Background: an optimization exercise with open tools, aiming at small area, a short achievable clock period and few clock cycles per item. Do not read the settings as production practice. Function was checked by simulation only, so behaviour that the tests miss may differ from the original.

==> v16: inputs <==
// alu_top
module alu_top #(
    parameter int xlen = alu_pkg::xlen_default
) (
    input  logic              clk,
    input  logic              reset,
    input  logic              valid,
    input  logic [5:0]        alucode,
    input  logic [xlen-1:0]   a,
    input  logic [xlen-1:0]   b,
    output logic [xlen-1:0]   result,
    output logic              busy
);
clock: 11.0 ns
lec_check: 0
abc_area: 1
cap_margin: 20
core_margin: 2
core_utilization: 45
setup_slack_margin: 4
slew_margin: 20
tns_end_percent: 10
standard.sh (not shown) runs the stock make flow with config.mk's settings and CLKGATE_MAP_FILE= SYNTH_SCRIPT=/design/flow/synth_recipe.tcl, a recipe that flattens the netlist after the stock synthesis.
==> flow/flow/run.sh <==
#!/bin/bash
set -euo pipefail
bash standard.sh 'BUFFER_PORTS_ARGS=-buffer_cell sky130_fd_sc_hd__buf_2' finish > flow_make.log 2>&1
==> v20 (differences from v16) <==
--- a/flow/design.v
+++ b/flow/design.v
@@ -170,24 +170,22 @@
     assign is_div     = (alucode[4:1] == 4'b0111) | (alucode[4:1] == 4'b1000);  
     assign signed_div = ~alucode[0];               
     assign is_quot    = ~alucode[4];               
     assign sa         = alucode[0] ^ alucode[2];   
     assign b_zero     = (b == '0);
     logic a_short, b_short, swap;
     assign a_short    = (a[31:15] == '0) | (a[31:15] == '1);
     assign b_short    = (b[31:15] == '0) | (b[31:15] == '1);
-    assign swap       = a_short & ~b_short;
+    assign swap       = a_short & ~b_short & ~(alucode[2] & ~alucode[0]);
     logic [31:0] mx, my;  
     logic        mx_sgn;
     assign mx         = swap ? b : a;
     assign my         = swap ? a : b;
     assign mx_sgn     = swap ? (sa & ~alucode[2]) : sa;  
-    logic my_unsigned;
-    assign my_unsigned = alucode[2] & (alucode[0] | ~swap);
     assign fast       = ((alucode[4:2] == 3'b001) & ~(alucode[1] & alucode[0]))  
                       | (alucode[4:1] == 4'b1001);                                
     assign alu_op     = ~is_mul & ~is_div;
     logic idle, in_norm, in_div, in_mul, done;
     assign idle    = st[s_idle];
     assign in_norm = st[s_norm];
     assign in_div  = st[s_div];
     assign in_mul  = st[s_mul];
@@ -287,20 +285,20 @@
     always_ff @(posedge clk) begin
         case (1'b1)
             idle: if (valid) begin
                 negq   <= is_div & ~b_zero & ~(zb < za) & signed_div & is_quot
                         & (a[31] ^ b[31]);
                 negr   <= is_div & ~b_zero & ~(zb < za) & signed_div & ~is_quot
                         & a[31];
                 from_t1 <= (is_div & ~b_zero & ~(zb < za) & signed_div & ~is_quot & a[31])
-                         | (is_mul & my_unsigned & my[31]);
+                         | (is_mul & alucode[2] & my[31]);
                 neg_a  <= signed_div & a[31];
                 neg_b  <= signed_div & b[31];
-                corr   <= is_mul & my_unsigned & my[31];
+                corr   <= is_mul & alucode[2] & my[31];  
                 sel_r  <= (is_mul & (alucode[0] | alucode[2])) | (is_div & ~is_quot);
                 y_prev <= 1'b0;
                 short  <= b_short | swap;
                 sh_amt <= sdiff[4:0];
                 if (is_mul) begin
                     r <= '0;
                     d <= {{2{mx_sgn & mx[31]}}, mx};
                     q <= my;
==> run summary <==
Of v20 and v16, v20 has the higher first-iteration DRC count (gap about 8%, measured against v16).
Sequential share of layout area is about the same in v20 and v16.
Between v20 and v16, the lower critical path depth is in v16 (gap 3).
Of v20 and v16, v16 has the higher cell count (gap 0.68%, measured against v16).
In v20 the design area is smaller than in v16, by 0.45%.
In v16 the clock-buffer cell count is lower than in v20, by 2.
Between v16 and v20, the lower register-to-register slack is in v16 (gap 160 ps).
Between v16 and v20, the lower non-clock buffer count is in v16 (gap 39).
==> figures <==
quantity	v16	v20
Run status	no timing/DRC/antenna violations	no timing/DRC/antenna violations
Post-route worst hold slack	489.9 ps	494.2 ps
Worst Hold Path EP	st[0]	use_d
Clock buffer count in the final layout	17	19
Per-instance average area after synthesis	6.191 um2	6.246 um2
XOR/XNOR Fraction of Synth Area	10.14%	10.22%
Worst-case reg-to-reg path depth	36	34
Sequential cell area fraction in the yosys report	11.71%	11.79%
Buffers plus inverters on the worst setup path	4	5
Routed met3 length	22.46 mm	22.43 mm
Worst slew pin tran	1076 ps	1255 ps
Layout-to-synthesis area ratio	1.0918x	1.0945x
Fill cell total of the finished layout	7,547	7,331
Vias in the first global route	34.29k	32.49k
Cells after Synth	5,104	5,024
DP Worst Slack	2251 ps	2924 ps
Testbench counts of v16, summed over its fixed seeds: cycles 96,225, ops 24,000.
Testbench counts of v20, summed over its fixed seeds: cycles 96,887, ops 24,000.

* * *

==> v30: inputs <==
Another version of the RTL of alu_top (not shown whole).
Settings: LEC_CHECK=0, CAP_MARGIN=20, CORE_MARGIN=2, CORE_UTILIZATION=30, SETUP_SLACK_MARGIN=4, SLEW_MARGIN=20, TNS_END_PERCENT=100; clock period 11.0 ns.
Scripts as last shown in full above: flow/flow/run.sh
==> inputs of v12, as changes to v30 <==
--- a/flow/design.v
+++ b/flow/design.v
@@ -24,47 +24,43 @@
 `timescale 1ns/1ps
 module int_alu (
     input  logic [5:0]  alucode,
     input  logic [31:0] a,
     input  logic [31:0] b,
+    input  logic [32:0] sum,       
     input  logic        norm,      
     input  logic [31:0] norm_src,
     input  logic [4:0]  norm_amt,
     output logic [31:0] result,
     output logic [31:0] sh_out
 );
     function automatic logic [31:0] rev32(input logic [31:0] v);
         for (int i = 0; i < 32; i++) rev32[i] = v[31-i];
     endfunction
-    logic        is_sll, is_sra, left, fill, sub;
+    logic        is_sll, is_sra, is_shift, left, fill;
     logic [31:0] src, rin, rsh;
     logic [4:0]  amt;
-    logic [32:0] sum;
     logic        ltu, lt;
-    assign is_sll = (alucode == alu_pkg::alu_sll);
-    assign is_sra = (alucode == alu_pkg::alu_sra);
+    assign is_sll   = alucode[2];                              
+    assign is_sra   = alucode[3] & alucode[0];                 
+    assign is_shift = alucode[3] | alucode[2];                 
     assign left   = norm | is_sll;
     assign src    = norm ? norm_src : a;
     assign amt    = norm ? norm_amt : b[4:0];
     assign fill   = ~norm & is_sra & a[31];
     assign rin    = left ? rev32(src) : src;
     assign rsh    = 32'($signed({fill, rin}) >>> amt);
     assign sh_out = left ? rev32(rsh) : rsh;
-    assign sub = (alucode == alu_pkg::alu_sub) | (alucode == alu_pkg::alu_slt)
-               | (alucode == alu_pkg::alu_sltu);
-    assign sum = {1'b0, a} + {1'b0, b ^ {32{sub}}} + {32'd0, sub};
     assign ltu = ~sum[32];
     assign lt  = (a[31] == b[31]) ? sum[31] : a[31];
     always_comb begin
-        case (alucode)
-            alu_pkg::alu_slt:  result = {31'd0, lt};
-            alu_pkg::alu_sltu: result = {31'd0, ltu};
-            alu_pkg::alu_sll,
-            alu_pkg::alu_srl,
-            alu_pkg::alu_sra:  result = sh_out;
-            default:           result = sum[31:0];  
-        endcase
+        if (is_shift)
+            result = sh_out;
+        else if (alucode[1])
+            result = {31'd0, alucode[0] ? ltu : lt};           
+        else
+            result = sum[31:0];                                
     end
 endmodule
 `timescale 1ns/1ps
 module multiplier #(
     parameter int sw = 43    
@@ -163,10 +159,11 @@
     logic        use_d;   
     logic        dinv;    
     logic        neg_a;   
     logic        neg_b;   
     logic        corr;    
+    logic        from_t1;  
     logic        sel_r;   
     logic        y_prev;  
     logic alu_op;
     logic is_mul, is_div, signed_div, is_quot, sa, b_zero, fast;
     assign is_mul     = (alucode[4:1] == 4'b0101) | (alucode[4:1] == 4'b0110);  
@@ -186,18 +183,20 @@
     assign done    = st[s_done];
     logic [35:0] x1, y1, t1, x2, y2, t2;
     logic        inv2, q1, q2;
     logic [31:0] r1;
     assign x1   = {{2{r[33]}}, r};
-    assign y1   = use_d ? ({{2{d[33]}}, d} ^ {36{dinv}}) : '1;
+    assign y1   = {{2{d[33]}}, d} | {36{~use_d}};
     assign t1   = x1 + y1 + {35'd0, dinv};
     assign q1   = ~t1[35];
     assign r1   = q1 ? t1[31:0] : r[31:0];
-    assign x2   = {4'd0, r1};
-    assign y2   = {{3{d[33]}}, d[33:1]};
-    assign inv2 = ~neg_b;
-    assign t2   = x2 + (y2 ^ {36{inv2}}) + {35'd0, inv2};
+    logic alu_sub;
+    assign alu_sub = alucode[1] | alucode[0];  
+    assign x2   = idle ? {4'd0, a} : {4'd0, r1};
+    assign y2   = idle ? {4'd0, b ^ {32{alu_sub}}} : {{3{d[33]}}, d[33:1]};
+    assign inv2 = idle ? alu_sub : ~neg_b;
+    assign t2   = x2 + y2 + {35'd0, inv2};
     assign q2   = ~t2[35];
     logic [5:0] za, zb, sdiff;
     mag_clz u_clz_a (.v(a), .neg(signed_div & a[31]), .n(za));
     mag_clz u_clz_b (.v(b), .neg(signed_div & b[31]), .n(zb));
     assign sdiff = zb - za;
@@ -205,10 +204,11 @@
     logic [32:0] d_al;
     int_alu u_int_alu (
         .alucode  (alucode),
         .a        (a),
         .b        (b),
+        .sum      (t2[32:0]),
         .norm     (in_norm),
         .norm_src (d[31:0]),
         .norm_amt (sh_amt),
         .result   (alu_res),
         .sh_out   (sh_out)
@@ -278,10 +278,12 @@
             idle: if (valid) begin
                 negq   <= is_div & ~b_zero & ~(zb < za) & signed_div & is_quot
                         & (a[31] ^ b[31]);
                 negr   <= is_div & ~b_zero & ~(zb < za) & signed_div & ~is_quot
                         & a[31];
+                from_t1 <= (is_div & ~b_zero & ~(zb < za) & signed_div & ~is_quot & a[31])
+                         | (is_mul & alucode[2] & b[31]);
                 neg_a  <= signed_div & a[31];
                 neg_b  <= signed_div & b[31];
                 corr   <= is_mul & alucode[2] & b[31];  
                 sel_r  <= (is_mul & (alucode[0] | alucode[2])) | (is_div & ~is_quot);
                 y_prev <= 1'b0;
@@ -299,17 +301,17 @@
                     q <= alu_res;
                 end
             end
             in_norm: begin
                 if (neg_a) r <= ~t1[33:0];
-                d <= sh_amt[0] ? {d_al[32], d_al} : {d_al, 1'b0};
+                d <= (sh_amt[0] ? {d_al[32], d_al} : {d_al, 1'b0}) ^ {34{~neg_b}};
             end
             in_div: begin
                 r <= {2'b0, q2 ? t2[31:0] : r1};
                 d <= {{2{d[33]}}, d[33:2]};
                 q <= {q[29:0], q1, q2};
-                qm <= (q1 | q2) ? {q[29:0], {q1, q2} - 2'd1} : {qm[29:0], 2'b11};
+                qm <= (q[1:0] != 2'd0) ? {q[31:2], q[1:0] - 2'd1} : {qm[29:0], 2'b11};
             end
             in_mul: begin
                 y_prev <= q[7];
                 r      <= m_sum[41:8];
                 q      <= {m_sum[7:0], q[31:8]};
@@ -318,9 +320,13 @@
         endcase
     end
     logic [31:0] fast_res;
     assign fast_res = alucode[4] ? b
                     : (alucode[1] ? (a & b) : (alucode[0] ? (a | b) : (a ^ b)));
+    logic [31:0] q_m1;
+    assign q_m1 = (q[1:0] != 2'd0) ? {q[31:2], q[1:0] - 2'd1} : {qm[29:0], 2'b11};
+    logic [31:0] res_reg;
+    assign res_reg = negq ? ~q_m1 : (sel_r ? r[31:0] : q);
     assign result = idle ? fast_res
-                  : (negq ? ~qm : (negr ? ~t1[31:0] : (corr ? t1[31:0] : (sel_r ? r[31:0] : q))));
+                  : (from_t1 ? (t1[31:0] ^ {32{negr}}) : res_reg);
     assign busy   = valid & ~(idle & alu_op & fast) & ~done;
 endmodule
==> flow/config.mk (replaced) <==
export PLATFORM = sky130hd
export DESIGN_NAME = alu_top
export DESIGN_NICKNAME = alu_top
export VERILOG_FILES = /design/flow/design.v
export SDC_FILE = /design/flow/constraint.sdc
export NUM_CORES = 4
export LEC_CHECK = 0
export ABC_AREA = 1
export CAP_MARGIN = 20
export CORE_MARGIN = 2
export CORE_UTILIZATION = 30
export SETUP_SLACK_MARGIN = 4
export SLEW_MARGIN = 20
export TNS_END_PERCENT = 10
==> comparison <==
Between v30 and v12, the lower first-iteration DRC count is in v12 (gap about 7%, measured against v12).
Of v12 and v30, v12 has the higher clock skew (gap 0.0064 ns).
Clock-buffer cell count is the same in v12 and v30.
In v12 the setup slack is worse than in v30, by 0.071 ns.
Testbench counts of v30, summed over its fixed seeds: cycles 102,543, ops 24,000.
Testbench counts of v12, summed over its fixed seeds: cycles 102,543, ops 24,000.

what the ideal ports hide:
In the flow no input, the clock included, has a driving cell. The finished layouts below were timed again as built, in two steps.
Step 1 sets driving cells, clkbuf_16 on the clock port and buf_2 on the other inputs (assumed; they add their load-dependent delay and slew).
Step 2, shift: input delay + t, output delay - t, t = (earliest + latest rising clock arrival at the registers) / 2. This alone moves slack from input paths to output paths.
Slacks: ideal / step 1 / step 2; pairs: ideal / step 1.
run	t (ns)	slack for setup (ns)	hold WS [ns]	worst setup path after step 2	worst register clock-pin slew, ns
v16	0.577	3.836 / 3.817 / 3.689	0.490 / 0.490 / 0.490	input to register	0.08 / 0.08
v20	0.569	3.876 / 3.803 / 3.632	0.494 / 0.494 / 0.494	input to register	0.08 / 0.08
v30	0.540	3.945 / 3.891 / 3.661	0.513 / 0.513 / 0.513	input to register	0.08 / 0.08
v12	0.588	3.874 / 3.804 / 3.360	0.523 / 0.523 / 0.523	input to register	0.09 / 0.09
After both steps setup and hold are still met in every run listed. The setup slack of v12, which loses most, moves by -0.070 ns with the drivers and by -0.514 ns with both steps.
